Background: an optimization exercise with open tools, aiming at small area, a short achievable clock period and few clock cycles. Do not read the settings as production practice. Only simulation tests tie the RTL to the original design; equivalence was not proved. Power figures rest on the tool's default switching activity, not on a simulated workload.

==> run.sh <==
#!/bin/bash
# synth_recipe.tcl (not shown) runs the flow's synth.tcl, then flattens the netlist and writes it again
# the make line also repeats each setting of config.mk as NAME=value (left out here)
make -C /OpenROAD-flow-scripts/flow DESIGN_CONFIG=/design/flow/config.mk WORK_HOME=/design/flow/orfs CLKGATE_MAP_FILE= SYNTH_SCRIPT=/design/flow/synth_recipe.tcl finish
==> design.v <==
package pgtl_pkg;
    localparam int SAMPLE_COUNT = 8;
    localparam int PAIR_SLOTS   = SAMPLE_COUNT * (SAMPLE_COUNT - 1) / 2;
    localparam int POS_W        = 31;
    localparam int GENO_W       = 16;
    localparam int SAMPLE_W     = 3;
    localparam int CODE_W       = 2;
    localparam logic [POS_W-1:0] LONG_TRACT_MIN_RESET = 31'd10000;
    function automatic int pair_slot(input int i, input int j);
        pair_slot = ((i * (2 * SAMPLE_COUNT - i - 1)) >> 1) + (j - i - 1);
    endfunction
    function automatic logic [POS_W:0] prefix_carries(input logic [POS_W-1:0] p,
                                                      input logic [POS_W-1:0] g,
                                                      input logic cin);
        logic [POS_W:0] gg;
        logic [POS_W:0] pp;
        logic [POS_W:0] ng;
        logic [POS_W:0] np;
        gg = {g, cin};
        pp = {p, 1'b0};
        for (int l = 0; (1 << l) <= POS_W; l++)
        begin
            ng = gg;
            np = pp;
            for (int i = 0; i <= POS_W; i++)
            begin
                if (((i >> l) & 1) == 1)
                begin
                    ng[i] = gg[i] | (pp[i] & gg[((i >> l) << l) - 1]);
                    np[i] = pp[i] & pp[((i >> l) << l) - 1];
                end
            end
            gg = ng;
            pp = np;
        end
        prefix_carries = gg;
    endfunction
    function automatic logic carry_out(input logic [POS_W:0] a,
                                       input logic [POS_W:0] b,
                                       input logic cin);
        logic [POS_W+1:0] gg;
        logic [POS_W+1:0] pp;
        logic [POS_W+1:0] ng;
        logic [POS_W+1:0] np;
        gg = {a & b, cin};
        pp = {a | b, 1'b0};
        for (int l = 0; (1 << l) <= POS_W + 1; l++)
        begin
            ng = gg;
            np = pp;
            for (int i = 0; i <= POS_W + 1; i++)
            begin
                if (((i >> l) & 1) == 1)
                begin
                    ng[i] = gg[i] | (pp[i] & gg[((i >> l) << l) - 1]);
                    np[i] = pp[i] & pp[((i >> l) << l) - 1];
                end
            end
            gg = ng;
            pp = np;
        end
        carry_out = gg[POS_W+1];
    endfunction
endpackage
module pgtl_pos_store
(
    input  logic                         clk,
    input  logic                         rst_n,
    input  logic                         clear,
    input  logic [pgtl_pkg::PAIR_SLOTS-1:0] sel,
    input  logic                         wr_en,
    input  logic [pgtl_pkg::POS_W-1:0]   wr_data,
    output logic [pgtl_pkg::POS_W-1:0]   rd_data
);
    logic [pgtl_pkg::POS_W-1:0]      mem [pgtl_pkg::PAIR_SLOTS];
    logic [pgtl_pkg::PAIR_SLOTS-1:0] valid_reg;
    always_ff @(posedge clk or negedge rst_n)
    begin
        if (!rst_n)
            valid_reg <= '0;
        else if (clear)
            valid_reg <= '0;
        else if (wr_en)
            valid_reg <= valid_reg | sel;
    end
    always_ff @(posedge clk)
    begin
        for (int k = 0; k < pgtl_pkg::PAIR_SLOTS; k++)
            if (wr_en && sel[k])
                mem[k] <= wr_data;
    end
    logic [pgtl_pkg::POS_W-1:0] rd_mux;
    logic                       rd_valid;
    always_comb
    begin
        rd_mux = '0;
        for (int k = 0; k < pgtl_pkg::PAIR_SLOTS; k++)
            rd_mux = rd_mux | (mem[k] & {pgtl_pkg::POS_W{sel[k]}});
    end
    assign rd_valid = ((sel & valid_reg) != '0);
    assign rd_data  = rd_mux & {pgtl_pkg::POS_W{rd_valid}};
endmodule
module pairwise_genotype_tract_lengths
(
    input  logic                          clk,
    input  logic                          rst_n,
    input  logic                          cfg_valid,
    output logic                          cfg_ready,
    input  logic [pgtl_pkg::POS_W-1:0]    cfg_long_tract_min,
    input  logic                          site_valid,
    output logic                          site_ready,
    input  logic                          site_new_scaffold,
    input  logic                          site_is_indel,
    input  logic [pgtl_pkg::POS_W-1:0]    site_position,
    input  logic [pgtl_pkg::GENO_W-1:0]   site_genotypes,
    output logic                          result_valid,
    input  logic                          result_ready,
    output logic [pgtl_pkg::SAMPLE_W-1:0] result_first_sample,
    output logic [pgtl_pkg::SAMPLE_W-1:0] result_second_sample,
    output logic [pgtl_pkg::POS_W-1:0]    result_tract_length,
    output logic                          result_long_tract,
    output logic                          result_last_of_site
);
    localparam int NP = pgtl_pkg::PAIR_SLOTS;
    localparam int PW = pgtl_pkg::POS_W;
    localparam int NS = pgtl_pkg::SAMPLE_COUNT;
    function automatic logic [NP-1:0] below(input logic [NP-1:0] m);
        logic [NP-1:0] o;
        logic [NP-1:0] n;
        o = m;
        for (int l = 0; (1 << l) < NP; l++)
        begin
            n = o;
            for (int i = 0; i < NP; i++)
                if (((i >> l) & 1) == 1)
                    n[i] = o[i] | o[((i >> l) << l) - 1];
            o = n;
        end
        below = {o[NP-2:0], 1'b0};
    endfunction
    function automatic logic two_or_more(input logic [NP-1:0] m);
        logic [31:0] a;
        logic [31:0] t;
        logic [31:0] na;
        logic [31:0] nt;
        a = '0;
        a[NP-1:0] = m;
        t = '0;
        for (int w = 32; w > 1; w = w / 2)
        begin
            na = '0;
            nt = '0;
            for (int i = 0; i < w / 2; i++)
            begin
                na[i] = a[2*i] | a[2*i+1];
                nt[i] = t[2*i] | t[2*i+1] | (a[2*i] & a[2*i+1]);
            end
            a = na;
            t = nt;
        end
        two_or_more = t[0];
    endfunction
    function automatic logic [1:0] count8(input logic [NS-1:0] m);
        logic any;
        logic two;
        any = 1'b0;
        two = 1'b0;
        for (int i = 0; i < NS; i++)
        begin
            two = two | (any & m[i]);
            any = any | m[i];
        end
        count8 = {two, any};
    endfunction
    logic [PW-1:0] long_min_reg;
    assign cfg_ready = 1'b1;
    always_ff @(posedge clk or negedge rst_n)
    begin
        if (!rst_n)
            long_min_reg <= pgtl_pkg::LONG_TRACT_MIN_RESET;
        else if (cfg_valid)
            long_min_reg <= cfg_long_tract_min;
    end
    logic          s_empty;
    logic          s_valid;
    logic          s_ns;
    logic          s_nz;
    logic [PW-1:0] s_pos;
    logic [NP-1:0] s_mask;
    logic [NP-1:0] in_mask;
    logic          in_nz;
    logic          in_more;
    logic          s_more;
    logic          s_take;
    logic          s_leave;
    logic          pend_clear;
    logic          s_rdy;
    logic          s_empty_next;
    assign site_ready = s_rdy;
    assign s_valid    = !s_empty;
    always_comb
    begin
        logic [NS-1:0] ref_s;
        logic [NS-1:0] alt_s;
        logic [1:0]    ref_c;
        logic [1:0]    alt_c;
        for (int i = 0; i < NS; i++)
        begin
            ref_s[i] = (site_genotypes[2*i +: 2] == 2'd0);
            alt_s[i] = (site_genotypes[2*i +: 2] == 2'd2);
        end
        in_mask = '0;
        for (int i = 0; i < NS; i++)
            for (int j = i + 1; j < NS; j++)
                in_mask[pgtl_pkg::pair_slot(i, j)] =
                    !site_is_indel && ((ref_s[i] && alt_s[j]) || (alt_s[i] && ref_s[j]));
        ref_c   = count8(ref_s);
        alt_c   = count8(alt_s);
        in_nz   = !site_is_indel && ref_c[0] && alt_c[0];
        in_more = !site_is_indel && ((ref_c[1] && alt_c[0]) || (ref_c[0] && alt_c[1]));
    end
    always_ff @(posedge clk)
    begin
        if (s_empty)
        begin
            s_ns   <= site_new_scaffold;
            s_nz   <= in_nz;
            s_more <= in_more;
            s_pos  <= site_position;
            s_mask <= in_mask;
        end
    end
    logic          a_valid;
    logic [NP-1:0] a_oh;
    logic [NP-1:0] a_rest;
    logic [PW-1:0] a_pos;
    logic          a_more;
    logic          adv;
    logic          a_fire;
    logic          a_upd;
    logic [NP-1:0] s_m;
    logic [NP-1:0] bl_r;
    logic [NP-1:0] bl_s;
    logic [NP-1:0] lo_r;
    logic [NP-1:0] lo_s;
    logic          clear;
    logic [PW-1:0] rd_data;
    logic [pgtl_pkg::SAMPLE_W-1:0] a_first;
    logic [pgtl_pkg::SAMPLE_W-1:0] a_second;
    logic          out_valid;
    assign adv     = !out_valid || result_ready;
    assign a_fire  = a_valid && adv;
    assign a_upd   = adv || !a_valid;
    assign s_take  = a_upd && !a_more && s_valid && s_nz;
    assign s_leave = s_valid && (!s_nz || (a_upd && !a_more));
    assign clear   = s_take && (s_ns || pend_clear);
    assign s_m  = s_mask & {NP{s_valid}};
    assign bl_r = below(a_rest);
    assign bl_s = below(s_m);
    assign lo_r = a_rest & ~bl_r;
    assign lo_s = s_m & ~bl_s;
    assign s_empty_next = s_empty ? !(site_valid && s_rdy) : s_leave;
    always_ff @(posedge clk or negedge rst_n)
    begin
        if (!rst_n)
            s_rdy <= 1'b0;
        else
            s_rdy <= s_empty_next;
    end
    always_ff @(posedge clk or negedge rst_n)
    begin
        if (!rst_n)
        begin
            s_empty    <= 1'b1;
            a_valid    <= 1'b0;
            a_more     <= 1'b0;
            pend_clear <= 1'b0;
        end
        else
        begin
            s_empty <= s_empty_next;
            if (s_take)
                pend_clear <= 1'b0;
            else if (s_valid && !s_nz && s_ns)
                pend_clear <= 1'b1;
            if (a_upd)
            begin
                if (a_more)
                    a_more <= two_or_more(a_rest);
                else
                    a_more <= s_valid && s_more;
                a_valid <= a_more || (s_valid && s_nz);
            end
        end
    end
    always_ff @(posedge clk)
    begin
        if (a_upd)
        begin
            if (a_more)
            begin
                a_oh   <= lo_r;
                a_rest <= a_rest & bl_r;
            end
            else
            begin
                a_oh   <= lo_s;
                a_rest <= s_m & bl_s;
                a_pos  <= s_pos;
            end
        end
    end
    pgtl_pos_store u_store
    (
        .clk     (clk),
        .rst_n   (rst_n),
        .clear   (clear),
        .sel     (a_oh),
        .wr_en   (a_fire),
        .wr_data (a_pos),
        .rd_data (rd_data)
    );
    always_comb
    begin
        a_first  = '0;
        a_second = '0;
        for (int i = 0; i < NS; i++)
            for (int j = i + 1; j < NS; j++)
                if (a_oh[pgtl_pkg::pair_slot(i, j)])
                begin
                    a_first  = a_first  | i[pgtl_pkg::SAMPLE_W-1:0];
                    a_second = a_second | j[pgtl_pkg::SAMPLE_W-1:0];
                end
    end
    logic                          b_valid;
    logic                          b2_valid;
    logic [PW-1:0]                 b_p;
    logic [PW-1:0]                 b_g;
    logic [pgtl_pkg::SAMPLE_W-1:0] b_first;
    logic [pgtl_pkg::SAMPLE_W-1:0] b_second;
    logic                          b_last;
    logic [PW:0]                   b_c;
    logic                          b_fwd;
    logic [PW:0]                   m_s;
    logic [PW:0]                   m_k;
    logic                          m_geq;
    logic                          min_zero;
    always_ff @(posedge clk or negedge rst_n)
    begin
        if (!rst_n)
        begin
            b_valid   <= 1'b0;
            b2_valid  <= 1'b0;
            out_valid <= 1'b0;
        end
        else if (adv)
        begin
            b_valid   <= a_valid;
            b2_valid  <= b_valid;
            out_valid <= b2_valid;
        end
    end
    always_ff @(posedge clk)
    begin
        if (adv)
        begin
            b_p      <= a_pos ^ ~rd_data;
            b_g      <= a_pos & ~rd_data;
            b_first  <= a_first;
            b_second <= a_second;
            b_last   <= !a_more;
        end
    end
    assign b_c   = pgtl_pkg::prefix_carries(b_p, b_g, 1'b1);
    assign b_fwd = b_c[PW];
    always_comb
    begin
        m_s = '0;
        m_k = '0;
        m_k[0] = 1'b1;
        for (int i = 0; i < PW; i++)
        begin
            m_s[i]   = b_p[i] ^ ~long_min_reg[i];
            m_k[i+1] = b_g[i] | (b_p[i] & ~long_min_reg[i]);
        end
    end
    assign m_geq    = pgtl_pkg::carry_out(m_s, m_k, 1'b1);
    assign min_zero = (long_min_reg == '0);
    logic [PW-1:0]                 b2_diff;
    logic                          b2_fwd;
    logic                          b2_geq;
    logic [pgtl_pkg::SAMPLE_W-1:0] b2_first;
    logic [pgtl_pkg::SAMPLE_W-1:0] b2_second;
    logic                          b2_last;
    always_ff @(posedge clk)
    begin
        if (adv)
        begin
            b2_diff   <= b_p ^ b_c[PW-1:0];
            b2_fwd    <= b_fwd;
            b2_geq    <= m_geq;
            b2_first  <= b_first;
            b2_second <= b_second;
            b2_last   <= b_last;
        end
    end
    logic [pgtl_pkg::SAMPLE_W-1:0] out_first;
    logic [pgtl_pkg::SAMPLE_W-1:0] out_second;
    logic [PW-1:0]                 out_len;
    logic                          out_long;
    logic                          out_last;
    logic                          out_valid_port;
    always_ff @(posedge clk)
    begin
        if (adv)
        begin
            out_first  <= b2_first;
            out_second <= b2_second;
            out_len    <= b2_fwd ? b2_diff : '0;
            out_long   <= b2_fwd ? b2_geq : min_zero;
            out_last   <= b2_last;
        end
    end
    always_ff @(posedge clk or negedge rst_n)
    begin
        if (!rst_n)
            out_valid_port <= 1'b0;
        else
            out_valid_port <= b2_valid || (out_valid_port && !result_ready);
    end
    assign result_valid         = out_valid_port;
    assign result_first_sample  = out_first;
    assign result_second_sample = out_second;
    assign result_tract_length  = out_len;
    assign result_long_tract    = out_long;
    assign result_last_of_site  = out_last;
endmodule
==> config.mk <==
export PLATFORM = sky130hd
export DESIGN_NAME = pairwise_genotype_tract_lengths
export DESIGN_NICKNAME = pairwise_genotype_tract_lengths
export VERILOG_FILES = /design/flow/design.v
export SDC_FILE = /design/flow/constraint.sdc
export NUM_CORES = 4
export LEC_CHECK = 0
export CAP_MARGIN = 20
export CORE_MARGIN = 2
export CORE_UTILIZATION = 65
export CTS_CLUSTER_DIAMETER = 80
export CTS_CLUSTER_SIZE = 25
export SETUP_SLACK_MARGIN = 3.0
export SLEW_MARGIN = 20
==> constraint.sdc <==
create_clock -name core_clock -period 5.5 [get_ports {clk}]
set_input_delay 1.1000 -clock core_clock [delete_from_list [all_inputs] [get_ports {clk}]]
set_output_delay 1.1000 -clock core_clock [all_outputs]
set_load 0.01 [all_outputs]
==> run summary, run 1 <==
Place
The congestion estimate from routability-driven global placement came to 0.959. The detailed-placement wirelength estimate is 76900 microns. The number of port buffers is 125. The total placed instance area is 0.0499 sq mm.

Detailed routing
The remaining antenna violation count after routing is 0. The DRC marker count from the first detailed-route iteration is 5531. Before antenna repair, the detailed router went through 8 iterations. The via density per instance is 7.32. After detailed routing, the total wire length is 143000 microns. After detailed routing, the number of remaining DRC violations is 0. The total via count after detailed routing is 30.0k. The average routed wire per standard cell is 34.9 microns.

Synthesis
The mapped cell area is 0.0473 sq mm. The commonest cells after synthesis are edfxtp_1 (1164), a22oi_1 (194), nor2_1 (161), clkbuf_1 (146), a221oi_1 (130). The number of distinct library cell variants in the gate-level netlist after synthesis is 71. The share of flip-flops with an asynchronous set or reset is 0.0552. Counting every instance in the synthesized netlist gives 2883. edfxtp_1 is the most common cell in the netlist. The synthesized area per cell is 16.4 sq um.

The compound-gate portion of the synthesized area is 0.113. The synthesized-area fraction occupied by adder cells is 0.0197. Of the total synthesized cell area, the portion taken by AND, OR, NAND and NOR gates is 0.0645. The predominant post-synthesis flop cell is edfxtp_1. The area share of the largest cell type after synthesis is 0.739. Of the post-synthesis cell area, the part taken by muxes is 0.000423. The count of flip-flops with a built-in enable after synthesis is 1164. Of the total synthesized cell area, the portion taken by XOR and XNOR cells is 0.00908. The synthesized netlist net count is 3033. The number of warnings reported in the yosys synthesis log is 3. The dominant combinational cell family by area after synthesis is compound AO/OA/AOI/OAI gates. Yosys attributes the largest share of cell area to edfxtp_1 (74%), dfrtp_1 (3.3%), a22oi_1 (3.1%), a221oi_1 (2.4%), a22o_1 (2.4%). After synthesis the netlist holds a flip-flop and latch count of 1232.

Summed over all instances, the cell type with the most area after synthesis is edfxtp_1. Of the synthesized area, sequential elements account for 0.775.

Floorplan
The initial utilization of the core area, before any placement, comes to 0.659. The height of the chip is 274 microns. The count of boundary I/O pins is 127. The number of core rows is 98. The die covers 0.0749 sq mm. The die is 274 microns wide.

The placeable core area is 0.0717 sq mm.

Flow run
The max-capacitance violation count is 0.

Clock tree
The count of hold-fix buffers inserted at cts is 0. TritonCTS built the clock tree. The worst-case clock buffer depth is 3. The cell sitting at the root of the clock tree is a clkbuf_16.

The clock latency reported for the late side of the worst-skew pair is 680 ps. The post-CTS clock slew at the launch and capture registers of the worst setup and hold paths is 100 ps. The clock tree synthesis step divided the H-tree into 2 levels.

In this run, CTS created clock tree buffers numbering 57. Counting every sink on the clock net gives 1232.

Global routing
The total global-route track usage is 0.375. The total overflow reported by the global router is 0. The maximum number of pins on one net before global-route repair is 69. The via count of the first global-routing pass is 28.2k. The initial antenna violation count is 3.

The first global-routing pass estimated 198000 microns of wire.

Run status
The run finished with no timing, DRC or antenna violations.

Timing
Of the available clock period, the critical path in the final layout requires 0.468. The count of endpoints failing setup in the final report is 0. The total count of max-transition violations in the final report is 0. The worst max-slew margin expressed relative to the limit is 0.260.

The actual transition at the worst max-transition pin is 1110 ps. Counting I/O delays and the setup requirement, the final critical path takes 2570 ps. Static timing analysis puts the maximum clock frequency at 389 MHz.

On the final layout, the worst clock skew is 34.8 ps. The final-report hold violation count is 0. The summed negative setup slack over all endpoints is 0 ps. Setup repair after global routing could not meet its margin everywhere.

Pwr
The worst-case vdd ir drop is 0.328 mV. The design draws 21.5 mW. Dividing total power by cell area gives a power density of 402 mW/mm^2. The analysis attributes to net switching a power of 6.39 mW. The portion of total power attributed to the clock network is 0.224.

Of the total power, the share spent switching nets is 0.297. The static leakage power is 18.4 nW. The internal portion of total power is 15.1 mW. The share of total power dissipated in sequential elements is 0.571.

Of the total power, combinational logic draws 0.205.

Critical path
The critical path starts at a_oh[27]$_DFFE_PN_. Data arrives at the worst endpoint at 2980 ps. At the worst endpoint, the required time is 5910 ps. In this run the worst path has a maximum fanout of 7. The setup slack of the most critical reg-to-reg path is 2930 ps.

The origin of the critical flop-to-flop path is a_oh[27]$_DFFE_PN_. The capturing point of the worst reg2reg path is b_p[24]$_DFFE_PP_. The worst register-to-register path has a depth of 8. STA classifies the critical path endpoint as a register. The launching element type of the critical path is a register. The type of the worst setup path is reg -> reg.

Layout
The finished cells cover 0.0534 sq mm. Fill cells in the final layout number 4331. The fraction of final layout cells sized beyond drive strength 1 is 0.133. The register with the most flip-flops in the layout has 868 of them.

The count of nets after finishing is 3266. The area growth from synthesis to layout is 13.0%. More flip-flops sit in one register than any other, and that register is u_store.mem.

Min path
The path class of the tightest hold or removal check is reg -> reg. The cell depth of the worst hold path is 0. The origin of the worst min-delay path is s_pos[6]$_DFFE_PP_. The worst-case hold path end point is a_pos[6]$_DFFE_PP_.
-- stage by stage --
step | utilization | hold WS, ps | std cells | setup WS [ps]
floorplan | - | 400 | 2883 | 2720
finish | 0.745 | 407 | 4095 | 2930
global placement | 0.695 | 401 | 3872 | 1580
CTS | 0.732 | 413 | 4027 | 2770
global route | 0.745 | 407 | 4094 | 2900
detailed placement | 0.695 | 405 | 3874 | 1560
-- area by class of cell --
| class | count | area [sq um] | area share |
|---|---|---|---|
| flip-flops and latches | 1232 | 36700 | 0.686 |
| multi-input cells | 1452 | 10600 | 0.198 |
| repair buffers | 320 | 3160 | 0.0591 |
| clock buffers | 76 | 1500 | 0.0280 |
| well taps | 950 | 1190 | 0.0222 |
| inverters | 52 | 215 | 0.00403 |
| clock inverters | 11 | 145 | 0.00272 |
| repair inverters | 1 | 7.51 | 0.000140 |
| diodes | 1 | 2.50 | 0.0000468 |
-- what timing repair did --
action / CTS / global route
cloned: 15 / 8
resized for setup: 133 / 81
endpoints found under the setup margin: 972 / 549
pin swaps: 14 / 16
buffers inserted: 51 / 58
-- power groups by stage --
stage	registers [mW]	clock network, mW	logic (mW)
floorplan	12.3	0	2.07
global route	12.4	5.08	4.54
detailed placement	12.5	0	3.67
global placement	12.5	0	3.59
finish	12.3	4.82	4.40
CTS	12.3	4.81	3.99
-- critical path: stages, from the launching register on --
cell and delay, ps:
edfxtp_1 510, a22o_1 250, a221oi_2 250, nand3_2 150
nor3_4 240, buf_12 180, buf_16 160, a41o_1 220
ha_1 300
-- kinds of logic (layout without fill, tap and decap cells) --
| logic type | Yosys count | count (layout) |
|---|---|---|
| adders and majority gates | 77 | 77 |
| xor gates and xnor gates | 49 | 49 |
| other | 1 | 2 |
| AOI/OAI and AO/OA | 690 | 690 |
| and+or+nand+nor | 616 | 633 |
| buffers and inverters | 216 | 460 |
| DFF | 1232 | 1232 |
| muxes | 2 | 2 |
-- how the worst max path moves through the flow --
stage                                          to  slack (ps)  cells after the start
floorplan                        s_more$_DFFE_PP_        2720                      7
global placement     u_store.mem[5][26]$_DFFE_PP_        1580                      5
detailed placement   u_store.mem[5][27]$_DFFE_PP_        1560                      5
CTS                 u_store.mem[11][26]$_DFFE_PP_        2770                      5
global route         u_store.mem[6][12]$_DFFE_PP_        2900                      5
finish                          b_p[24]$_DFFE_PP_        2930                      8
-- cell usage in the layout (no fill, tap or decap), types with 9 or more instances in the layout --
| cell type | instances |
|---|---|
| o32ai_1 | 9 |
| and3_2 | 12 |
| o22ai_1 | 16 |
| and2_1 | 33 |
| buf_4 | 150 |
| dfrtp_1 | 61 |
| o21ai_0 | 75 |
| dlygate4sd2_1 | 41 |
| inv_1 | 50 |
| buf_12 | 26 |
| xnor2_1 | 39 |
| and3_4 | 32 |
| clkbuf_16 | 60 |
| nand3_1 | 72 |
| a21oi_1 | 23 |
| a41o_1 | 30 |
| clkbuf_1 | 19 |
| xor2_1 | 10 |
| edfxtp_1 | 1164 |
| clkdlybuf4s50_1 | 72 |
| nand4_1 | 41 |
| a221oi_1 | 122 |
| nor4_1 | 26 |
| a22oi_1 | 194 |
| maj3_1 | 11 |
| or2_2 | 14 |
| a22o_1 | 129 |
| nand2_1 | 122 |
| or3_1 | 11 |
| nor2_1 | 148 |
| buf_6 | 10 |
| a21o_1 | 11 |
| nor3_1 | 49 |
| o21a_1 | 10 |
| ha_1 | 60 |
-- metal layers --
layer,share of wire,vias up,wire [microns],GRT usage
li1,-,12100,-,-
met2,0.45,2677,64100,0.568
met1,0.35,14800,49600,0.527
met4,0.042,4,6000,0.141
met5,0.00019,-,27,0
met3,0.16,365,23000,0.105
Testbench counts, summed over its fixed seeds: cycles 25,635.
==> inputs of run 2 (changes only) <==
--- a/config.mk
+++ b/config.mk
@@ -9,3 +9,3 @@
 export CORE_MARGIN = 2
-export CORE_UTILIZATION = 65
+export CORE_UTILIZATION = 75
 export CTS_CLUSTER_DIAMETER = 80
==> run 2 against run 1 <==
Net effect: first-iteration DRC count rose by 5.8%; register-to-register slack worse by 90 ps; hold slack gained 20 ps; worst setup slack worse by 93 ps; wire length grew 1.2%; sequential power barely moved; die area down 13%; largest cell class unchanged; highest routed layer unchanged.
==> run summary, run 2 <==
Floorplan
The die area is 0.0651 sq mm (was 0.0749 sq mm). The initial standard-cell utilization of the core is 0.754 (was 0.659). The count of boundary I/O pins is 127 (unchanged). The height of the chip is 255 microns (was 274 microns). The die span in x is 255 microns (was 274 microns). The number of core rows is 92 (was 98). The placeable core area is 0.0627 sq mm (was 0.0717 sq mm).

Global routing
The total overflow reported by the global router was 0 (unchanged). The initial antenna violation count came to 3 (unchanged). The wire length of the first global-routing pass came to 197000 microns (was 198000 microns).

The total global-route track usage is 0.435 (was 0.375). The via count of the first global-routing pass was 29.2k (was 28.2k). The maximum number of pins on one net before global-route repair is 146 (was 69).

Layout
The number of flip-flops under the largest register name came to 868 (unchanged). The fraction of final layout cells sized beyond drive strength 1 is 0.141 (was 0.133). The count of nets after finishing is 3259 (was 3266).

The total of fill cells in the finished design is 2785 (was 4331). The most common cell after layout, fill and taps aside is edfxtp_1 (unchanged). The register with the most flip-flops is u_store.mem (unchanged). Top library cells by usage in the layout, fill and taps aside: edfxtp_1 (1164), a22oi_1 (193), buf_4 (159) (was edfxtp_1 (1164), a22oi_1 (194), buf_4 (150)). The area added between synthesis and finish is 12.9% (was 13.0%).

Place
The detailed-placement wirelength estimate came to 74900 microns (was 76900 microns). The number of port buffers is 125 (unchanged). The weighted congestion at the end of routability-driven global placement is 0.947 (was 0.959).

Timing
The count of endpoints failing setup in the final report is 0 (unchanged). The minimum clock period was 2670 ps (was 2570 ps). The maximum achievable frequency came to 375 MHz (was 389 MHz). Unrepaired setup endpoints after global routing: true (unchanged). The worst max-slew margin expressed relative to the limit is 0.339 (was 0.260).

The total count of max-transition violations in the final report is 0 (unchanged). The clock skew after layout is 29.9 ps (was 34.8 ps). The summed negative setup slack over all endpoints is 0 ps (unchanged). The final-report hold violation count is 0 (unchanged).

The actual transition at the worst max-transition pin was 991 ps (was 1110 ps). The period utilization is 0.485 (was 0.468).

Synthesis
The number of distinct library cell variants in the gate-level netlist after synthesis is 71 (unchanged). Area contributors post-synth: edfxtp_1 (74%), dfrtp_1 (3.3%), a22oi_1 (3.1%), a221oi_1 (2.4%), a22o_1 (2.4%) (unchanged). The synthesized netlist net count came to 3033 (unchanged). The sequential share of the synthesized area came to 0.775 (unchanged). The predominant post-synthesis flop cell is edfxtp_1 (unchanged). The share of flip-flops with an asynchronous set or reset was 0.0552 (unchanged). The number of warnings reported in the yosys synthesis log was 3 (unchanged). The leading area contributor after synthesis is edfxtp_1 (unchanged). The count of flip-flops with a built-in enable after synthesis is 1164 (unchanged). The synthesized area per cell is 16.4 sq um (unchanged). The gate count of the mapped netlist is 2883 (unchanged). The area share of the largest cell type after synthesis is 0.739 (unchanged). The number of storage elements in the synthesis netlist was 1232 (unchanged).

The mapped cell area is 0.0473 sq mm (unchanged). List of most frequent post-synthesis cells: edfxtp_1 (1164), a22oi_1 (194), nor2_1 (161), clkbuf_1 (146), a221oi_1 (130) (unchanged). The most numerous cell in the Yosys netlist is edfxtp_1 (unchanged).

Detailed routing
The final routed DRC violation total is 0 (unchanged). The DRC marker count from the first detailed-route iteration was 5852 (was 5531). The total via count after detailed routing came to 31.2k (was 30.0k).

The wire length reported by the detailed router is 145000 microns (was 143000 microns). The count of TritonRoute iterations in the first routing pass is 7 (was 8). The remaining antenna violation count after routing was 0 (unchanged). The via density per instance is 7.82 (was 7.32).

The average routed wire per standard cell is 36.2 microns (was 34.9 microns).

Clock tree
The number of buffers added by the clock tree synthesis step is 55 (was 57). The CTS tree is yes (unchanged). The count of hold-fix buffers inserted at cts is 0 (unchanged). The worst-case clock buffer depth is 3 (unchanged). The post-CTS clock slew at the launch and capture registers of the worst setup and hold paths was 100 ps (about the same). The clock latency reported for the late side of the worst-skew pair is 680 ps (about the same).

The clock sink count is 1232 (unchanged). The root buffer cell is clkbuf_16 (unchanged). The number of levels the H-tree was split into came to 2 (unchanged).

Min path
The worst hold-check path type is reg -> reg (unchanged).

Critical path
The maximum net fanout on the critical path is 14 (was 7). The endpoint type of the worst setup path is a register (unchanged). The data arrival time of the critical path is 3090 ps (was 2980 ps). The launching element type of the critical path is a register (unchanged). The required time of the worst setup path is 5920 ps (was 5910 ps).

The type of the worst setup path is reg -> reg (unchanged).

Pwr
The worst-case vdd ir drop is 0.369 mV (was 0.328 mV). The power density normalized to cell area is 404 mW/mm^2 (was 402 mW/mm^2). The total power is 21.6 mW (was 21.5 mW). The static leakage power is 18.3 nW (was 18.4 nW).

Run status
Run status: timing/DRC/antenna clean (unchanged).

Flow run
The max-capacitance violation count was 0 (unchanged).
==> run 2: cell counts after synthesis <==
No cell type changed its count.
==> run 2: power breakdown <==
part	internal (mW)	total, mW	leakage, nW	switching, mW
logic	1.46	4.55	5.84	3.09
registers	11.7	12.3	11.7	0.621
clock network	1.93	4.71	0.759	2.78
total	15.1	21.6	18.3	6.50
==> run 2: layout make-up <==
class / instances / area, sq um / share of cell area
diodes: 2 / 5.00 / 0.0000938
clock buffers: 85 / 1520 / 0.0285
clock inverters: 6 / 47.5 / 0.000891
inverters: 52 / 204 / 0.00382
multi-input cells: 1443 / 10700 / 0.200
flip-flops and latches: 1232 / 36700 / 0.687
well taps: 846 / 1060 / 0.0198
repair buffers: 324 / 3180 / 0.0596
repair inverters: 1 / 7.51 / 0.000141
==> run 2: worst max-delay path, stage by stage (launching register included) <==
cell and delay (ps):
edfxtp_1 460, buf_12 170, buf_4 220, a22oi_1 320, nand4_1 300, nor2_1 440, a41o_1 270, ha_1 230
==> run 2: cell families after synthesis <==
| kind of cell | Yosys count | share of synthesized area |
|---|---|---|
| flops | 1232 | 0.775 |
| xor+xnor | 49 | 0.00908 |
| other cells | 1 | 0.0000793 |
| compound gates | 690 | 0.113 |
| fa+ha+maj | 77 | 0.0197 |
| simple gates | 616 | 0.0645 |
| buf+inv | 216 | 0.0174 |
| mux | 2 | 0.000423 |
==> run 2: worst paths after layout <==
| check | from | end | slack, ps | cells past startpoint |
|---|---|---|---|---|
| setup / recovery | a_oh[1]$_DFFE_PN_ | b_p[4]$_DFFE_PP_ | 2830 | 7 |
| hold / removal | b_second[2]$_SDFFCE_PP1P_ | b2_second[2]$_DFFE_PP_ | 430 | 0 |
| setup reg to reg | a_oh[1]$_DFFE_PN_ | b_p[4]$_DFFE_PP_ | 2830 | 7 |
| hold reg to reg | b_second[2]$_SDFFCE_PP1P_ | b2_second[2]$_DFFE_PP_ | 430 | 0 |
| max in group asynchronous | rst_n | a_valid$_DFFE_PN0N_ | 4270 | 1 |
| min in group asynchronous | rst_n | long_min_reg[0]$_DFFE_PN0P_ | 560 | 1 |
==> run 2: layer usage <==
| metal | share of wire | wire length, microns | vias up | track usage |
|---|---|---|---|---|
| met4 | 0.074 | 10600 | 4 | 0.264 |
| met3 | 0.18 | 25300 | 758 | 0.150 |
| met1 | 0.31 | 45000 | 14900 | 0.559 |
| met2 | 0.44 | 63500 | 3428 | 0.652 |
| met5 | 0.00016 | 23 | - | 0 |
| li1 | - | - | 12100 | - |
==> run 2: through the flow <==
step	instances	worst slack, ps	cell area (sq um)	hold WS (ps)	util
4_1_cts	3944	2720	52600	427	0.839
6_report	3991	2830	53400	427	0.851
2_1_floorplan	2883	2720	47500	400	-
3_5_place_dp	3756	1660	49600	405	0.791
3_3_place_gp	3756	1780	49600	400	0.791
5_1_grt	3989	2860	53400	433	0.851
==> run 2: what timing repair did <==
action,4_1_cts,5_1_grt
gates resized for setup,154,85
endpoints found under the setup margin,749,866
pin swaps,21,24
gates cloned,9,8
setup buffers,88,34
==> inputs of run 3 (changes only) <==
--- a/design.v
+++ b/design.v
@@ -256,3 +256,3 @@
     assign clear   = s_take && (s_ns || pend_clear);
-    assign s_m  = s_mask & {NP{s_valid}};
+    assign s_m  = s_mask;
     assign bl_r = below(a_rest);
--- a/config.mk
+++ b/config.mk
@@ -9,3 +9,3 @@
 export CORE_MARGIN = 2
-export CORE_UTILIZATION = 75
+export CORE_UTILIZATION = 65
 export CTS_CLUSTER_DIAMETER = 80
@@ -14 +14,2 @@
 export SLEW_MARGIN = 20
+export TNS_END_PERCENT = 10
==> run 3 against run 2 <==
Net effect: still clean on timing, DRC and antenna; synthesized area up 0.33%; register-to-register slack got worse by 40 ps; combinational power increased by 82%; hold slack worse by 8.2 ps; maximum frequency down 1.4%; sequential power is about 20% higher; critical endpoint is now b_p[7]$_DFFE_PP_.
==> run summary, run 3 <==
Critical path
CP Cell Sequence: buf_4, a22oi_1, nand3_1, nor2_1, a41o_1, ha_1 (was buf_12, buf_4, a22oi_1, nand4_1, nor2_1, a41o_1, ha_1). The required time of the worst setup path came to 5930 ps (was 5920 ps). The endpoint type of the worst setup path is a register (unchanged). The slowest stage cell on the critical path is edfxtp_1 (unchanged). The launching element type of the critical path is a register (unchanged). The peak per-stage delay on the critical path is 550 ps (was 460 ps). The count of cells along the worst register-to-register path is 6 (was 7).

The origin of the critical flop-to-flop path is a_oh[22]$_DFFE_PN_ (was a_oh[1]$_DFFE_PN_). The maximum net fanout on the critical path is 35 (was 14). The start point of the critical path is a_oh[22]$_DFFE_PN_ (was a_oh[1]$_DFFE_PN_).

The type of the worst setup path is reg -> reg (unchanged). The data arrival time of the critical path is 3130 ps (was 3090 ps).

Global routing
The wire length of the first global-routing pass is 192000 microns (was 197000 microns). The total overflow reported by the global router is 0 (unchanged). The via count of the first global-routing pass came to 27.3k (was 29.2k). The maximum number of pins on one net before global-route repair was 88 (was 146). The total global-route track usage is 0.364 (was 0.435).

The initial antenna violation count is 5 (was 3).

Detailed routing
The remaining antenna violation count after routing came to 0 (unchanged). The average routed wire per standard cell is 34.1 microns (was 36.2 microns). The count of TritonRoute iterations in the first routing pass is 9 (was 7). The wire length reported by the detailed router is 138000 microns (was 145000 microns). The via density per instance is 7.24 (was 7.82).

The DRC marker count from the first detailed-route iteration is 5001 (was 5852). The final routed DRC violation total is 0 (unchanged). The total via count after detailed routing is 29.2k (was 31.2k).

Clock tree
The post-CTS clock slew at the launch and capture registers of the worst setup and hold paths is 100 ps (about the same). The number of levels the H-tree was split into came to 2 (unchanged). The number of buffers added by the clock tree synthesis step is 56 (was 55). The clock latency reported for the late side of the worst-skew pair is 700 ps (was 680 ps). The CTS tree is yes (unchanged). The clock sink count was 1232 (unchanged). The worst-case clock buffer depth is 3 (unchanged). The root buffer cell is clkbuf_16 (unchanged).

Floorplan
The number of core rows is 99 (was 92). The die area is 0.0752 sq mm (was 0.0651 sq mm). The placeable core area came to 0.0726 sq mm (was 0.0627 sq mm). The initial standard-cell utilization of the core came to 0.654 (was 0.754). The count of boundary I/O pins is 127 (unchanged).

The die span in x is 274 microns (was 255 microns). The height of the chip is 274 microns (was 255 microns).

Layout
The fraction of final layout cells sized beyond drive strength 1 was 0.109 (was 0.141). The filler-free cell count of the finished design came to 4040 (was 3991). The area added between synthesis and finish came to 11.2% (was 12.9%). The most common cell after layout, fill and taps aside is edfxtp_1 (unchanged).

The total of fill cells in the finished design is 4508 (was 2785). Top library cells by usage in the layout, fill and taps aside: edfxtp_1 (1164), a22oi_1 (200), nor2_1 (142) (was edfxtp_1 (1164), a22oi_1 (193), buf_4 (159)). The number of flip-flops under the largest register name is 868 (unchanged).

The register with the most flip-flops was u_store.mem (unchanged). The register area is 0.0367 sq mm (about the same). The area of the multi-input gates came to 0.0104 sq mm (was 0.0107 sq mm). The count of nets after finishing is 3196 (was 3259).

Place
The weighted congestion at the end of routability-driven global placement is 0.951 (was 0.947). The number of port buffers is 125 (unchanged). The total placed cells including tap cells is 3883 (was 3756). The detailed-placement wirelength estimate is 77500 microns (was 74900 microns).

Timing
The worst hold margin is 419 ps (was 427 ps). The maximum achievable frequency is 370 MHz (was 375 MHz). The clock skew after layout is 35.5 ps (was 29.9 ps). The period utilization was 0.491 (was 0.485). The summed negative setup slack over all endpoints is 0 ps (unchanged). The minimum clock period is 2700 ps (was 2670 ps).

The total count of max-transition violations in the final report is 0 (unchanged). The actual transition at the worst max-transition pin is 1180 ps (was 991 ps). The worst max-slew margin expressed relative to the limit is 0.213 (was 0.339). Unrepaired setup endpoints after global routing: true (unchanged). The count of endpoints failing setup in the final report is 0 (unchanged).

The final-report hold violation count is 0 (unchanged).

Synthesis
The number of storage elements in the synthesis netlist is 1232 (unchanged). The number of warnings reported in the yosys synthesis log is 3 (unchanged). The count of flip-flops with a built-in enable after synthesis was 1164 (unchanged). Area contributors post-synth: edfxtp_1 (74%), dfrtp_1 (3.3%), a22oi_1 (3.2%), a221oi_1 (2.4%), a22o_1 (2.3%) (was edfxtp_1 (74%), dfrtp_1 (3.3%), a22oi_1 (3.1%), a221oi_1 (2.4%), a22o_1 (2.4%)). The share of flip-flops with an asynchronous set or reset was 0.0552 (unchanged). The synthesized netlist net count is 3036 (was 3033). The leading area contributor after synthesis is edfxtp_1 (unchanged).

The predominant post-synthesis flop cell was edfxtp_1 (unchanged). The sequential share of the synthesized area came to 0.773 (was 0.775). The mapped cell area is 0.0474 sq mm (was 0.0473 sq mm).

The most numerous cell in the Yosys netlist is edfxtp_1 (unchanged). List of most frequent post-synthesis cells: edfxtp_1 (1164), a22oi_1 (201), nor2_1 (151), clkbuf_1 (139), a221oi_1 (128) (was edfxtp_1 (1164), a22oi_1 (194), nor2_1 (161), clkbuf_1 (146), a221oi_1 (130)). The gate count of the mapped netlist is 2886 (was 2883). The area share of the largest cell type after synthesis is 0.737 (was 0.739). The synthesized area per cell was 16.4 sq um (about the same). The number of distinct library cell variants in the gate-level netlist after synthesis is 83 (was 71).

Min path
The cell depth of the worst hold path is 0 (unchanged). The worst hold-check path type is reg -> reg (unchanged). The origin of the worst min-delay path is s_pos[20]$_DFFE_PP_ (was b_second[2]$_SDFFCE_PP1P_).

Flow run
The max-capacitance violation count is 0 (unchanged).

Pwr
The static leakage power is 17.9 nW (was 18.3 nW). The power density normalized to cell area is 527 mW/mm^2 (was 404 mW/mm^2). The worst-case vdd ir drop is 0.391 mV (was 0.369 mV).

Run status
Run status: timing/DRC/antenna clean (unchanged).
==> run 3: changes by cell type after synthesis, moves of 7 or more <==
cell / delta
o21ai_1: +7
xor2_1: -9
clkbuf_1: -7
nand2_1: -12
nor2_1: -10
xnor2_1: +10
buf_2: +9
a22oi_1: +7
maj3_1: -7
==> run 3: cell type report <==
| class | count | share of cell area |
|---|---|---|
| repair inverters | 2 | 0.000308 |
| diodes | 1 | 0.0000474 |
| flip-flops and latches | 1232 | 0.695 |
| inverters | 55 | 0.00422 |
| clock buffers | 82 | 0.0290 |
| clock inverters | 10 | 0.00287 |
| multi-input cells | 1441 | 0.197 |
| repair buffers | 258 | 0.0494 |
| well taps | 959 | 0.0227 |
==> run 3: metrics by stage <==
stage / cell area (sq um) / utilization / setup WS (ps) / power, mW
floorplan: 47600 / - / 2740 / 18.6
global placement: 49900 / 0.688 / 1750 / 21.9
detailed placement: 49900 / 0.688 / 1650 / 22.2
finish: 52800 / 0.727 / 2800 / 27.8
CTS: 52300 / 0.721 / 2580 / 27.3
global route: 52800 / 0.727 / 2760 / 28.6
==> run 3: logic make-up after synthesis <==
family          synth area share
mux                     0.000237
fa+ha+maj                 0.0189
other cells            0.0000791
xor+xnor                 0.00923
flops                      0.773
simple gates              0.0669
compound gates             0.114
buf+inv                   0.0179
==> run 3: path summary, 6_finish.rpt <==
kind                                                     to  slack (ps)
worst max-delay path                       b_p[7]$_DFFE_PP_        2800
min in group asynchronous       long_min_reg[0]$_DFFE_PN0P_         560
worst min-delay path                    a_pos[20]$_DFFE_PP_         420
worst min register to register          a_pos[20]$_DFFE_PP_         420
max in group asynchronous               a_valid$_DFFE_PN0N_        4240
worst max register to register             b_p[7]$_DFFE_PP_        2800
==> run 3: where the power goes <==
part / internal [mW] / switching [mW] / leakage (nW)
logic: 2.60 / 5.66 / 5.34
registers: 13.4 / 1.25 / 11.7
clock network: 2.06 / 2.81 / 0.806
==> run 3: what timing repair did <==
action                                   CTS  global route
hold buffers                               0             0
endpoints found under the setup margin  1063           990
gates cloned                               8             5
buffers inserted                          35            13
resized for setup                         46            62
pin swaps                                  5            15
==> run 3: critical path: cells and delay by family, from the launching register on <==
family                     cells  cell delay (ps)
AOI/OAI and AO/OA              2              550
adders and majority gates      1              240
buffers and inverters          1              410
DFF                            1              550
and+or+nand+nor                2              680
==> run 3: layer usage <==
layer / wire length [microns] / vias to the layer above / global-route usage / share of wire
met4: 5360 / 6 / 0.125 / 0.039
met1: 49900 / 14700 / 0.514 / 0.36
met5: 35 / - / 0 / 0.00025
met2: 63500 / 2307 / 0.562 / 0.46
met3: 19100 / 339 / 0.0904 / 0.14
li1: - / 11900 / - / -
Testbench counts of run 3, summed over its fixed seeds: cycles 25,635.
==> inputs of run 4 (changes only) <==
--- a/config.mk
+++ b/config.mk
@@ -7,2 +7,3 @@
 export LEC_CHECK = 0
+export ABC_AREA = 1
 export CAP_MARGIN = 20
@@ -14,2 +15 @@
 export SLEW_MARGIN = 20
-export TNS_END_PERCENT = 10
==> run 4 against run 3 <==
Net effect: maximum frequency grew 1.1%; synthesized area up 2.7%; clock skew up 14 ps; critical path depth is 1 higher; worst setup slack gained 28 ps; final area is 5.0% higher; critical path type unchanged; critical endpoint is now b_p[23]$_DFFE_PP_; largest cell class unchanged; largest power group unchanged.
==> run summary, run 4 <==
Run status
Run status: timing/DRC/antenna clean (unchanged).

Pwr
The portion of total power attributed to the clock network is 0.173 (was 0.175). The sequential group share of total power is 0.507 (was 0.528). The switching power total is 10.2 mW (was 9.71 mW). The internal portion of total power is 18.1 mW (about the same).

The static leakage power is 20.4 nW (was 17.9 nW). The power density normalized to cell area is 509 mW/mm^2 (was 527 mW/mm^2). The worst-case vdd ir drop is 0.580 mV (was 0.391 mV). The switching share of power was 0.360 (was 0.349). The fraction of power consumed by combinational cells is 0.320 (was 0.297).

Floorplan
The count of boundary I/O pins came to 127 (unchanged). The die span in x is 278 microns (was 274 microns). The number of core rows was 100 (was 99).

The placeable core area is 0.0743 sq mm (was 0.0726 sq mm). The die area came to 0.0771 sq mm (was 0.0752 sq mm). The height of the chip is 278 microns (was 274 microns). The initial standard-cell utilization of the core is 0.655 (was 0.654).

Timing
Unrepaired setup endpoints after global routing: true (unchanged). The actual transition at the worst max-transition pin is 1010 ps (was 1180 ps). The total count of max-transition violations in the final report came to 0 (unchanged).

The worst max-slew margin expressed relative to the limit was 0.324 (was 0.213). The minimum clock period came to 2670 ps (was 2700 ps). The clock skew after layout came to 49.5 ps (was 35.5 ps). The final-report hold violation count was 0 (unchanged). The maximum achievable frequency came to 374 MHz (was 370 MHz).

The period utilization is 0.486 (was 0.491). The count of endpoints failing setup in the final report is 0 (unchanged). The summed negative setup slack over all endpoints was 0 ps (unchanged).

Detailed routing
The wire length reported by the detailed router is 139000 microns (was 138000 microns). The count of TritonRoute iterations in the first routing pass was 7 (was 9). The average routed wire per standard cell is 27.9 microns (was 34.1 microns). The via density per instance is 6.42 (was 7.24). The final routed DRC violation total is 0 (unchanged). The length of routed met3 wiring came to 19000 microns (was 19100 microns). The routed length on met2 was 64100 microns (was 63500 microns). The total via count after detailed routing is 31.9k (was 29.2k).

The highest routing layer actually used is met5 (unchanged). The DRC marker count from the first detailed-route iteration came to 4954 (was 5001). The routed metal-1 wire length came to 50100 microns (was 49900 microns). The remaining antenna violation count after routing came to 0 (unchanged).

Clock tree
The root buffer cell is clkbuf_16 (unchanged). The number of buffers added by the clock tree synthesis step is 57 (was 56). The count of hold-fix buffers inserted at cts is 0 (unchanged).

The number of levels the H-tree was split into is 2 (unchanged). The worst-case clock buffer depth was 3 (unchanged). The clock latency reported for the late side of the worst-skew pair is 690 ps (was 700 ps).

The CTS tree is yes (unchanged). The clock sink count is 1232 (unchanged). The post-CTS clock slew at the launch and capture registers of the worst setup and hold paths is 100 ps (about the same).

Synthesis
List of most frequent post-synthesis cells: edfxtp_1 (1164), nand2_1 (1050), inv_1 (267), nor2_1 (175), clkbuf_1 (138) (was edfxtp_1 (1164), a22oi_1 (201), nor2_1 (151), clkbuf_1 (139), a221oi_1 (128)). The gate count of the mapped netlist is 3726 (was 2886). The most numerous cell in the Yosys netlist is edfxtp_1 (unchanged).

The synthesized netlist net count is 3876 (was 3036). The area share of the largest cell type after synthesis was 0.718 (was 0.737). The synthesized area per cell was 13.1 sq um (was 16.4 sq um).

The leading area contributor after synthesis is edfxtp_1 (unchanged). The sequential share of the synthesized area is 0.753 (was 0.773). The mapped cell area was 0.0487 sq mm (was 0.0474 sq mm). The predominant post-synthesis flop cell was edfxtp_1 (unchanged). The number of warnings reported in the yosys synthesis log came to 3 (unchanged). The number of distinct library cell variants in the gate-level netlist after synthesis is 54 (was 83). Area contributors post-synth: edfxtp_1 (72%), nand2_1 (8.1%), dfrtp_1 (3.2%), inv_1 (2.1%), a22o_1 (1.8%) (was edfxtp_1 (74%), dfrtp_1 (3.3%), a22oi_1 (3.2%), a221oi_1 (2.4%), a22o_1 (2.3%)).

The share of flip-flops with an asynchronous set or reset is 0.0552 (unchanged). The number of storage elements in the synthesis netlist was 1232 (unchanged). The count of flip-flops with a built-in enable after synthesis was 1164 (unchanged).

Layout
The area of the multi-input gates is 0.0115 sq mm (was 0.0104 sq mm). The total of fill cells in the finished design is 4747 (was 4508). The filler-free cell count of the finished design is 4976 (was 4040).

The area added between synthesis and finish is 13.8% (was 11.2%). The count of nets after finishing was 4106 (was 3196). The register with the most flip-flops is u_store.mem (unchanged). The register area is 0.0367 sq mm (about the same). Top library cells by usage in the layout, fill and taps aside: edfxtp_1 (1164), nand2_1 (1016), inv_1 (265) (was edfxtp_1 (1164), a22oi_1 (200), nor2_1 (142)). The fraction of final layout cells sized beyond drive strength 1 is 0.106 (was 0.109). The number of flip-flops under the largest register name was 868 (unchanged). The most common cell after layout, fill and taps aside is edfxtp_1 (unchanged).

Critical path
The setup slack of the most critical reg-to-reg path is 2830 ps (was 2800 ps). The origin of the critical flop-to-flop path is a_oh[3]$_DFFE_PN_ (was a_oh[22]$_DFFE_PN_). The capturing point of the worst reg2reg path was b_p[23]$_DFFE_PP_ (was b_p[7]$_DFFE_PP_).

The count of cells along the worst register-to-register path is 7 (was 6). The type of the worst setup path is reg -> reg (unchanged). The data arrival time of the critical path is 3100 ps (was 3130 ps). The launching element type of the critical path is a register (unchanged). The endpoint type of the worst setup path is a register (unchanged). The maximum net fanout on the critical path is 10 (was 35).

The required time of the worst setup path is 5920 ps (was 5930 ps).

Global routing
The total overflow reported by the global router was 0 (unchanged). The total global-route track usage was 0.358 (was 0.364). The wire length of the first global-routing pass is 200000 microns (was 192000 microns).

The initial antenna violation count was 10 (was 5). The maximum number of pins on one net before global-route repair is 84 (was 88). The via count of the first global-routing pass came to 30.6k (was 27.3k).

Place
The detailed-placement wirelength estimate was 84800 microns (was 77500 microns). The weighted congestion at the end of routability-driven global placement was 0.941 (was 0.951). The total placed cells including tap cells is 4773 (was 3883). The number of port buffers is 125 (unchanged).

Min path
The worst-case hold path end point is a_pos[25]$_DFFE_PP_ (was a_pos[20]$_DFFE_PP_). The worst hold-check path type was reg -> reg (unchanged). The cell depth of the worst hold path was 0 (unchanged). The origin of the worst min-delay path is s_pos[25]$_DFFE_PP_ (was s_pos[20]$_DFFE_PP_).

Flow run
The max-capacitance violation count is 0 (unchanged).
-- run 4: cell types whose count changed after synthesis, sizes merged, moves of 29 or more --
cell,previous run,this run
a22oi,201,0
nand2,114,1060
and2,35,0
xnor2,49,4
nand3,73,122
a21oi,23,87
and3,36,1
a41o,31,0
a221oi,128,62
nand4,46,115
nor2,153,182
o21ai,87,119
inv,55,269
-- run 4: cell type report --
type / count / area share
clock buffer: 95 / 0.0283
timing repair buffer: 310 / 0.0586
inverter: 271 / 0.0185
antenna: 3 / 0.000135
multi-input combinational: 2084 / 0.208
clock inverter: 12 / 0.00273
sequential: 1232 / 0.662
tap: 969 / 0.0219
-- run 4: timing repair --
| item | CTS | global route |
|---|---|---|
| endpoints found under the setup margin | 953 | 379 |
| pin swaps | 30 | 38 |
| setup buffers | 63 | 16 |
| gates resized for setup | 124 | 100 |
| cloned | 11 | 2 |
-- run 4: metrics by stage --
step | hold WS [ps] | total power [mW] | setup slack [ps] | area [sq um] | utilization
final | 425 | 28.2 | 2830 | 55400 | 0.746
after global routing | 420 | 29.2 | 2850 | 55400 | 0.746
after CTS | 422 | 27.7 | 2890 | 54600 | 0.734
after detailed placement | 405 | 22.3 | 1590 | 51600 | 0.695
after global placement | 400 | 21.9 | 1610 | 51600 | 0.694
after floorplan | 400 | 18.6 | 1070 | 48900 | -
-- run 4: layer usage --
layer  global-route usage  vias up
li1                     -    13800
met1                0.494    15600
met2                0.564     2263
met3               0.0930      342
met4                0.115        8
met5                    0        -
-- run 4: cell families after synthesis --
kind of cell,share of synthesized area
AND/OR/NAND/NOR,0.137
flip-flops,0.753
AO/OA/AOI/OAI,0.0587
buffers and inverters,0.0327
adder cells (fa/ha/maj),0.0167
XOR/XNOR,0.00198
other,0.0000770
-- run 4: power groups by stage --
stage	registers, mW	logic, mW	clock network, mW
after floorplan	14.4	4.19	0
after global placement	14.6	7.36	0
after detailed placement	14.7	7.59	0
after CTS	14.3	8.46	4.90
after global routing	14.5	9.53	5.21
final	14.3	9.03	4.89
-- run 4: worst max-delay path, stage by stage, from the launching register on --
cell and delay (ps):
edfxtp_1 410, buf_6 160, buf_4 140, bufbuf_16 280
a221oi_2 680, nand4_1 370, nand2_4 180, ha_4 200
-- run 4: worst max-delay path by stage --
stage                                        endpoint               start
global route                        b_p[16]$_DFFE_PP_   a_oh[3]$_DFFE_PN_
global placement         u_store.mem[7][26]$_DFFE_PP_        result_ready
detailed placement       u_store.mem[5][29]$_DFFE_PP_        result_ready
finish                              b_p[23]$_DFFE_PP_   a_oh[3]$_DFFE_PN_
floorplan           u_store.valid_reg[16]$_DFFE_PN0P_        result_ready
CTS                                  b_p[1]$_DFFE_PP_  a_oh[27]$_DFFE_PN_
==> inputs of run 5 (changes only) <==
--- a/config.mk
+++ b/config.mk
@@ -7,3 +7,2 @@
 export LEC_CHECK = 0
-export ABC_AREA = 1
 export CAP_MARGIN = 20
==> run 5 against run 4 <==
Net effect: highest routed layer unchanged; first-iteration DRC count is 4.2% higher; non-clock buffer count decreased by 24; final area down 3.9%; combinational power decreased by 3.5%; critical path type unchanged; clock power about the same; critical path depth is the same; still clean; clock skew about the same; cell count shrank 18%; global-route usage up 2.0 points.
==> run summary, run 5 <==
Global routing
The maximum number of pins on one net before global-route repair is 95 (was 84). The total overflow reported by the global router is 0 (unchanged). The wire length of the first global-routing pass is 199000 microns (was 200000 microns). The total global-route track usage is 0.377 (was 0.358). The initial antenna violation count was 9 (was 10).

The via count of the first global-routing pass came to 28.1k (was 30.6k).

Timing
The count of endpoints failing setup in the final report is 0 (unchanged). Unrepaired setup endpoints after global routing: true (unchanged). The actual transition at the worst max-transition pin was 1070 ps (was 1010 ps). The period utilization was 0.468 (was 0.486). The final-report hold violation count came to 0 (unchanged). The clock skew after layout is 49.5 ps (about the same). The worst max-slew margin expressed relative to the limit is 0.288 (was 0.324).

The maximum achievable frequency is 389 MHz (was 374 MHz). The worst hold margin is 409 ps (was 425 ps). The total count of max-transition violations in the final report is 0 (unchanged). The worst setup slack after layout is 2930 ps (was 2830 ps).

The summed negative setup slack over all endpoints is 0 ps (unchanged). The minimum clock period was 2570 ps (was 2670 ps).

Synthesis
The number of distinct library cell variants in the gate-level netlist after synthesis was 83 (was 54). The sequential share of the synthesized area is 0.773 (was 0.753). The number of warnings reported in the yosys synthesis log is 3 (unchanged). Area contributors post-synth: edfxtp_1 (74%), dfrtp_1 (3.3%), a22oi_1 (3.2%), a221oi_1 (2.4%), a22o_1 (2.3%) (was edfxtp_1 (72%), nand2_1 (8.1%), dfrtp_1 (3.2%), inv_1 (2.1%), a22o_1 (1.8%)). The gate count of the mapped netlist was 2886 (was 3726).

The count of flip-flops with a built-in enable after synthesis is 1164 (unchanged). The synthesized area per cell was 16.4 sq um (was 13.1 sq um). The synthesized netlist net count was 3036 (was 3876).

List of most frequent post-synthesis cells: edfxtp_1 (1164), a22oi_1 (201), nor2_1 (151), clkbuf_1 (139), a221oi_1 (128) (was edfxtp_1 (1164), nand2_1 (1050), inv_1 (267), nor2_1 (175), clkbuf_1 (138)). The mapped cell area is 0.0474 sq mm (was 0.0487 sq mm). The predominant post-synthesis flop cell is edfxtp_1 (unchanged). The area share of the largest cell type after synthesis is 0.737 (was 0.718).

The leading area contributor after synthesis is edfxtp_1 (unchanged). The most numerous cell in the Yosys netlist is edfxtp_1 (unchanged). The share of flip-flops with an asynchronous set or reset was 0.0552 (unchanged). The number of storage elements in the synthesis netlist is 1232 (unchanged).

Place
The weighted congestion at the end of routability-driven global placement came to 0.924 (was 0.941). The detailed-placement wirelength estimate was 76300 microns (was 84800 microns). The placement-stage worst setup slack is 1630 ps (was 1590 ps). The number of port buffers is 125 (unchanged).

Critical path
The required time of the worst setup path is 5940 ps (was 5920 ps). The total number of cells along the worst setup path is 7 (unchanged). The launching element type of the critical path is a register (unchanged). The cell class contributing the biggest share of worst-path delay is compound AO/OA/AOI/OAI gates (unchanged). The peak per-stage delay on the critical path is 480 ps (was 680 ps). The capturing point of the worst reg2reg path is b_p[29]$_DFFE_PP_ (was b_p[23]$_DFFE_PP_). The worst path buffer plus inverter count was 1 (was 3).

The count of cells along the worst register-to-register path is 7 (unchanged). The data arrival time of the critical path is 3020 ps (was 3100 ps). The maximum net fanout on the critical path is 35 (was 10).

The endpoint type of the worst setup path is a register (unchanged). The type of the worst setup path is reg -> reg (unchanged). The setup slack of the most critical reg-to-reg path is 2930 ps (was 2830 ps).

CP Cell Sequence: buf_6, a22o_1, a221oi_1, nand3_1, nor2_1, a41o_1, ha_1 (was buf_6, buf_4, bufbuf_16, a221oi_2, nand4_1, nand2_4, ha_4). The origin of the critical flop-to-flop path is a_oh[11]$_DFFE_PN_ (was a_oh[3]$_DFFE_PN_). The slowest stage cell on the critical path is edfxtp_1 (was a221oi_2).

Clock tree
The count of hold-fix buffers inserted at cts is 0 (unchanged). The clock sink count was 1232 (unchanged). The post-CTS clock slew at the launch and capture registers of the worst setup and hold paths is 100 ps (about the same). The number of levels the H-tree was split into is 2 (unchanged). The root buffer cell is clkbuf_16 (unchanged). The CTS tree is yes (unchanged). The number of buffers added by the clock tree synthesis step is 57 (unchanged). The clock latency reported for the late side of the worst-skew pair is 720 ps (was 690 ps). The worst-case clock buffer depth is 3 (unchanged).

Floorplan
The height of the chip is 274 microns (was 278 microns). The die span in x is 274 microns (was 278 microns). The placeable core area is 0.0726 sq mm (was 0.0743 sq mm).

The count of boundary I/O pins is 127 (unchanged). The initial standard-cell utilization of the core came to 0.654 (was 0.655). The die area is 0.0752 sq mm (was 0.0771 sq mm). The number of core rows came to 99 (was 100).

Run status
Run status: timing/DRC/antenna clean (unchanged).

Layout
The most common cell after layout, fill and taps aside is edfxtp_1 (unchanged). The area added between synthesis and finish is 12.3% (was 13.8%). The register with the most flip-flops is u_store.mem (unchanged).

The total of fill cells in the finished design came to 4460 (was 4747). The count of nets after finishing is 3236 (was 4106). The number of flip-flops under the largest register name is 868 (unchanged). Top library cells by usage in the layout, fill and taps aside: edfxtp_1 (1164), a22oi_1 (200), nor2_1 (128) (was edfxtp_1 (1164), nand2_1 (1016), inv_1 (265)). The fraction of final layout cells sized beyond drive strength 1 came to 0.129 (was 0.106).

Detailed routing
The total via count after detailed routing is 29.8k (was 31.9k). The via density per instance is 7.30 (was 6.42). The DRC marker count from the first detailed-route iteration is 5163 (was 4954). The remaining antenna violation count after routing is 0 (unchanged). The final routed DRC violation total is 0 (unchanged).

The wire length reported by the detailed router is 143000 microns (was 139000 microns). The count of TritonRoute iterations in the first routing pass was 6 (was 7). The average routed wire per standard cell was 35.0 microns (was 27.9 microns).

Min path
The origin of the worst min-delay path is s_pos[1]$_DFFE_PP_ (was s_pos[25]$_DFFE_PP_). The worst hold-check path type is reg -> reg (unchanged). The worst-case hold path end point is a_pos[1]$_DFFE_PP_ (was a_pos[25]$_DFFE_PP_).

The cell depth of the worst hold path came to 0 (unchanged).

Pwr
The total power is 28.3 mW (was 28.2 mW). The static leakage power is 18.1 nW (was 20.4 nW). The power density normalized to cell area is 531 mW/mm^2 (was 509 mW/mm^2). The worst-case vdd ir drop is 0.405 mV (was 0.580 mV).

Flow run
The max-capacitance violation count was 0 (unchanged).
-- run 5: cell count changes after synthesis, sizes merged, moves of 32 or more --
cell    previous run  this run
nand2           1060       114
inv              269        55
a22oi              0       201
nand4            115        46
a221oi            62       128
a21oi             87        23
nand3            122        73
xnor2              4        49
and2               0        35
and3               1        36
o21ai            119        87
-- run 5: what timing repair did --
action	CTS	global route
gates cloned	22	4
resized for setup	159	86
endpoints found under the setup margin	1114	448
pin swaps	17	25
setup buffers	38	39
-- run 5: routing by layer --
layer,vias up,track usage,routed length [microns]
met5,-,0,55
met4,8,0.150,6880
met3,445,0.119,21700
met2,2537,0.565,63400
met1,14800,0.523,50600
li1,12000,-,-
-- run 5: logic make-up (layout without fill, tap and decap cells) --
logic type,Yosys count,in the layout,share of synthesized area
mux,1,1,0.000237
fa+ha+maj,73,73,0.0189
flops,1232,1232,0.773
buf+inv,220,434,0.0179
simple gates,613,632,0.0669
xor+xnor,50,50,0.00923
other cells,1,3,0.0000791
compound gates,696,696,0.114
-- run 5: layout make-up --
type,count,area [sq um],area share
Timing Repair Buffer,286,2830,0.0531
Timing Repair inverter,1,7.51,0.000141
Clock inverter,10,136,0.00256
Sequential cell,1232,36700,0.688
Antenna cell,2,5.00,0.0000940
Multi-Input combinational cell,1453,10600,0.200
Tap cell,959,1200,0.0225
Clock buffer,82,1540,0.0289
Inverter,55,236,0.00444
-- run 5: worst max path at each step --
stage | start | endpoint | slack, ps
after floorplan | site_genotypes[6] | s_more$_DFFE_PP_ | 2740
after global placement | result_ready | u_store.mem[17][2]$_DFFE_PP_ | 1670
after detailed placement | result_ready | u_store.mem[17][2]$_DFFE_PP_ | 1630
after CTS | result_ready | a_pos[4]$_DFFE_PP_ | 2960
after global routing | b_p[8]$_DFFE_PP_ | b2_geq$_DFFE_PP_ | 2860
final | a_oh[11]$_DFFE_PN_ | b_p[29]$_DFFE_PP_ | 2930
-- run 5: power breakdown --
part,switching (mW),internal (mW)
registers,1.27,13.4
logic,6.00,2.72
clock network,2.88,2.00
-- run 5: metrics by stage --
stage | util | instance area (sq um) | instances
floorplan | - | 47600 | 2886
global placement | 0.687 | 49900 | 3877
detailed placement | 0.687 | 49900 | 3877
CTS | 0.723 | 52500 | 4029
global route | 0.734 | 53300 | 4078
finish | 0.734 | 53300 | 4080
==> inputs of run 6 (changes only) <==
--- a/config.mk
+++ b/config.mk
@@ -10,4 +10,4 @@
 export CORE_UTILIZATION = 65
-export CTS_CLUSTER_DIAMETER = 80
-export CTS_CLUSTER_SIZE = 25
+export CTS_CLUSTER_DIAMETER = 100
+export CTS_CLUSTER_SIZE = 30
 export SETUP_SLACK_MARGIN = 3.0
==> run 6 against run 5 <==
Net effect: still clean; wire length rose by 0.53%; synthesized area did not move; flip-flop and latch count is the same; register-to-register slack about the same; worst setup slack improved by 9.1 ps.
==> run summary, run 6 <==
Synthesis
The count of flip-flops with a built-in enable after synthesis came to 1164 (unchanged). The most numerous cell in the Yosys netlist is edfxtp_1 (unchanged). List of most frequent post-synthesis cells: edfxtp_1 (1164), a22oi_1 (201), nor2_1 (151), clkbuf_1 (139), a221oi_1 (128) (unchanged). The synthesized netlist net count was 3036 (unchanged). The sequential share of the synthesized area came to 0.773 (unchanged).

Clock tree
The post-CTS clock slew at the launch and capture registers of the worst setup and hold paths is 110 ps (was 100 ps). The CTS tree is yes (unchanged). The count of hold-fix buffers inserted at cts was 0 (unchanged). The root buffer cell is clkbuf_16 (unchanged).

Detailed routing
The average routed wire per standard cell is 35.3 microns (was 35.0 microns). The via density per instance is 7.33 (was 7.30). The wire length reported by the detailed router is 143000 microns (about the same).

The total via count after detailed routing is 29.8k (about the same). The final routed DRC violation total is 0 (unchanged). The DRC marker count from the first detailed-route iteration is 4942 (was 5163).

Critical path
The launching element type of the critical path is a register (unchanged). The type of the worst setup path is reg -> reg (unchanged). The required time of the worst setup path is 5930 ps (was 5940 ps). The count of cells along the worst register-to-register path is 8 (was 7). The maximum net fanout on the critical path is 37 (was 35). The setup slack of the most critical reg-to-reg path is 2940 ps (was 2930 ps). The critical path capture point is b_p[23]$_DFFE_PP_ (was b_p[29]$_DFFE_PP_). The origin of the critical flop-to-flop path is a_oh[26]$_DFFE_PN_ (was a_oh[11]$_DFFE_PN_).

Global routing
The layer carrying the most global-route usage is met2 (unchanged). The initial antenna violation count is 9 (unchanged). The total global-route track usage is 0.381 (was 0.377).

Floorplan
The number of core rows was 99 (unchanged). The initial standard-cell utilization of the core is 0.654 (unchanged). The die span in x is 274 microns (unchanged). The height of the chip is 274 microns (unchanged).

Timing
The worst hold margin is 431 ps (was 409 ps). The final-report hold violation count came to 0 (unchanged). The summed negative setup slack over all endpoints is 0 ps (unchanged). The worst max-slew margin expressed relative to the limit is 0.283 (was 0.288).

The actual transition at the worst max-transition pin came to 1080 ps (was 1070 ps). The total count of max-transition violations in the final report is 0 (unchanged).

Layout
Top library cells by usage in the layout, fill and taps aside: edfxtp_1 (1164), a22oi_1 (200), nor2_1 (130) (was edfxtp_1 (1164), a22oi_1 (200), nor2_1 (128)). The most common cell after layout, fill and taps aside is edfxtp_1 (unchanged). The count of nets after finishing is 3232 (was 3236).

The area of the multi-input gates was 0.0107 sq mm (was 0.0106 sq mm). The register with the most flip-flops is u_store.mem (unchanged). The area added between synthesis and finish is 11.6% (was 12.3%).

Min path
The worst hold-check path type is reg -> reg (unchanged).

Pwr
The total power is 27.8 mW (was 28.3 mW). The worst-case vdd ir drop is 0.395 mV (was 0.405 mV). The power density normalized to cell area came to 526 mW/mm^2 (was 531 mW/mm^2).

Flow run
The max-capacitance violation count is 0 (unchanged).

Place
The detailed-placement wirelength estimate was 76300 microns (unchanged).

Run status
Run status: timing/DRC/antenna clean (unchanged).
[run 6: cell counts after synthesis]
No cell type changed its count.
[run 6: worst min path at each step]
stage / from / end / depth (start not counted)
floorplan: s_pos[0]$_DFFE_PP_ / a_pos[0]$_DFFE_PP_ / 0
global placement: s_pos[12]$_DFFE_PP_ / a_pos[12]$_DFFE_PP_ / 0
detailed placement: s_pos[25]$_DFFE_PP_ / a_pos[25]$_DFFE_PP_ / 0
CTS: s_pos[25]$_DFFE_PP_ / a_pos[25]$_DFFE_PP_ / 0
global route: s_pos[25]$_DFFE_PP_ / a_pos[25]$_DFFE_PP_ / 0
finish: s_pos[25]$_DFFE_PP_ / a_pos[25]$_DFFE_PP_ / 0
[run 6: metrics by stage]
| step | util | worst slack [ps] | std cells | instance area [sq um] |
|---|---|---|---|---|
| floorplan | - | 2740 | 2886 | 47600 |
| global placement | 0.687 | 1670 | 3877 | 49900 |
| detailed placement | 0.687 | 1630 | 3877 | 49900 |
| CTS | 0.720 | 2920 | 4024 | 52300 |
| global route | 0.730 | 2910 | 4068 | 53000 |
| finish | 0.730 | 2940 | 4069 | 53000 |
[run 6: power by group]
group	internal, mW	switching [mW]	leakage [nW]
Sequential	13.4	1.25	11.7
Combinational	2.72	6.04	5.59
Clock	1.67	2.74	0.657
[run 6: timing repair]
item / CTS / global route
pin swaps: 24 / 19
buffers inserted: 45 / 34
endpoints found under the hold margin: 0 / 0
gates cloned: 26 / 4
gates resized for setup: 168 / 79
endpoints found under the setup margin: 1114 / 440
[run 6: cell type report]
type | count | share of cell area
Sequential cell | 1232 | 0.692
Multi-Input combinational cell | 1457 | 0.202
Timing Repair Buffer | 288 | 0.0528
Clock buffer | 70 | 0.0242
Tap cell | 959 | 0.0227
Inverter | 55 | 0.00447
Clock inverter | 6 | 0.00144
Timing Repair inverter | 1 | 0.000142
Antenna cell | 1 | 0.0000473
[run 6: kinds of logic after synthesis]
logic type      share of synthesized area
xor+xnor                          0.00923
simple gates                       0.0669
compound gates                      0.114
other cells                     0.0000791
mux                              0.000237
flops                               0.773
buf+inv                            0.0179
fa+ha+maj                          0.0189
[run 6: per-layer routing]
metal / wire length, microns / share of wire / up-vias
met2: 63500 / 0.44 / 2762
met3: 22800 / 0.16 / 478
li1: - / - / 12000
met1: 49500 / 0.34 / 14500
met5: 89 / 0.00062 / -
met4: 7540 / 0.053 / 12
[run 6: worst max-delay path, stage by stage (launching register included)]
cell and delay (ps):
edfxtp_1 380, buf_4 340, a22oi_1 310, nand3_1 190
nor3_4 280, buf_8 220, buf_12 150, a41o_1 160
ha_1 250

Setup slack of run 6, layout unchanged: 2.936 ns with ideal ports, 2.936 ns with driving cells assumed (clock clkbuf_16, inputs buf_2), 2.307 ns with port delays also shifted by the 0.725 ns mid clock arrival.
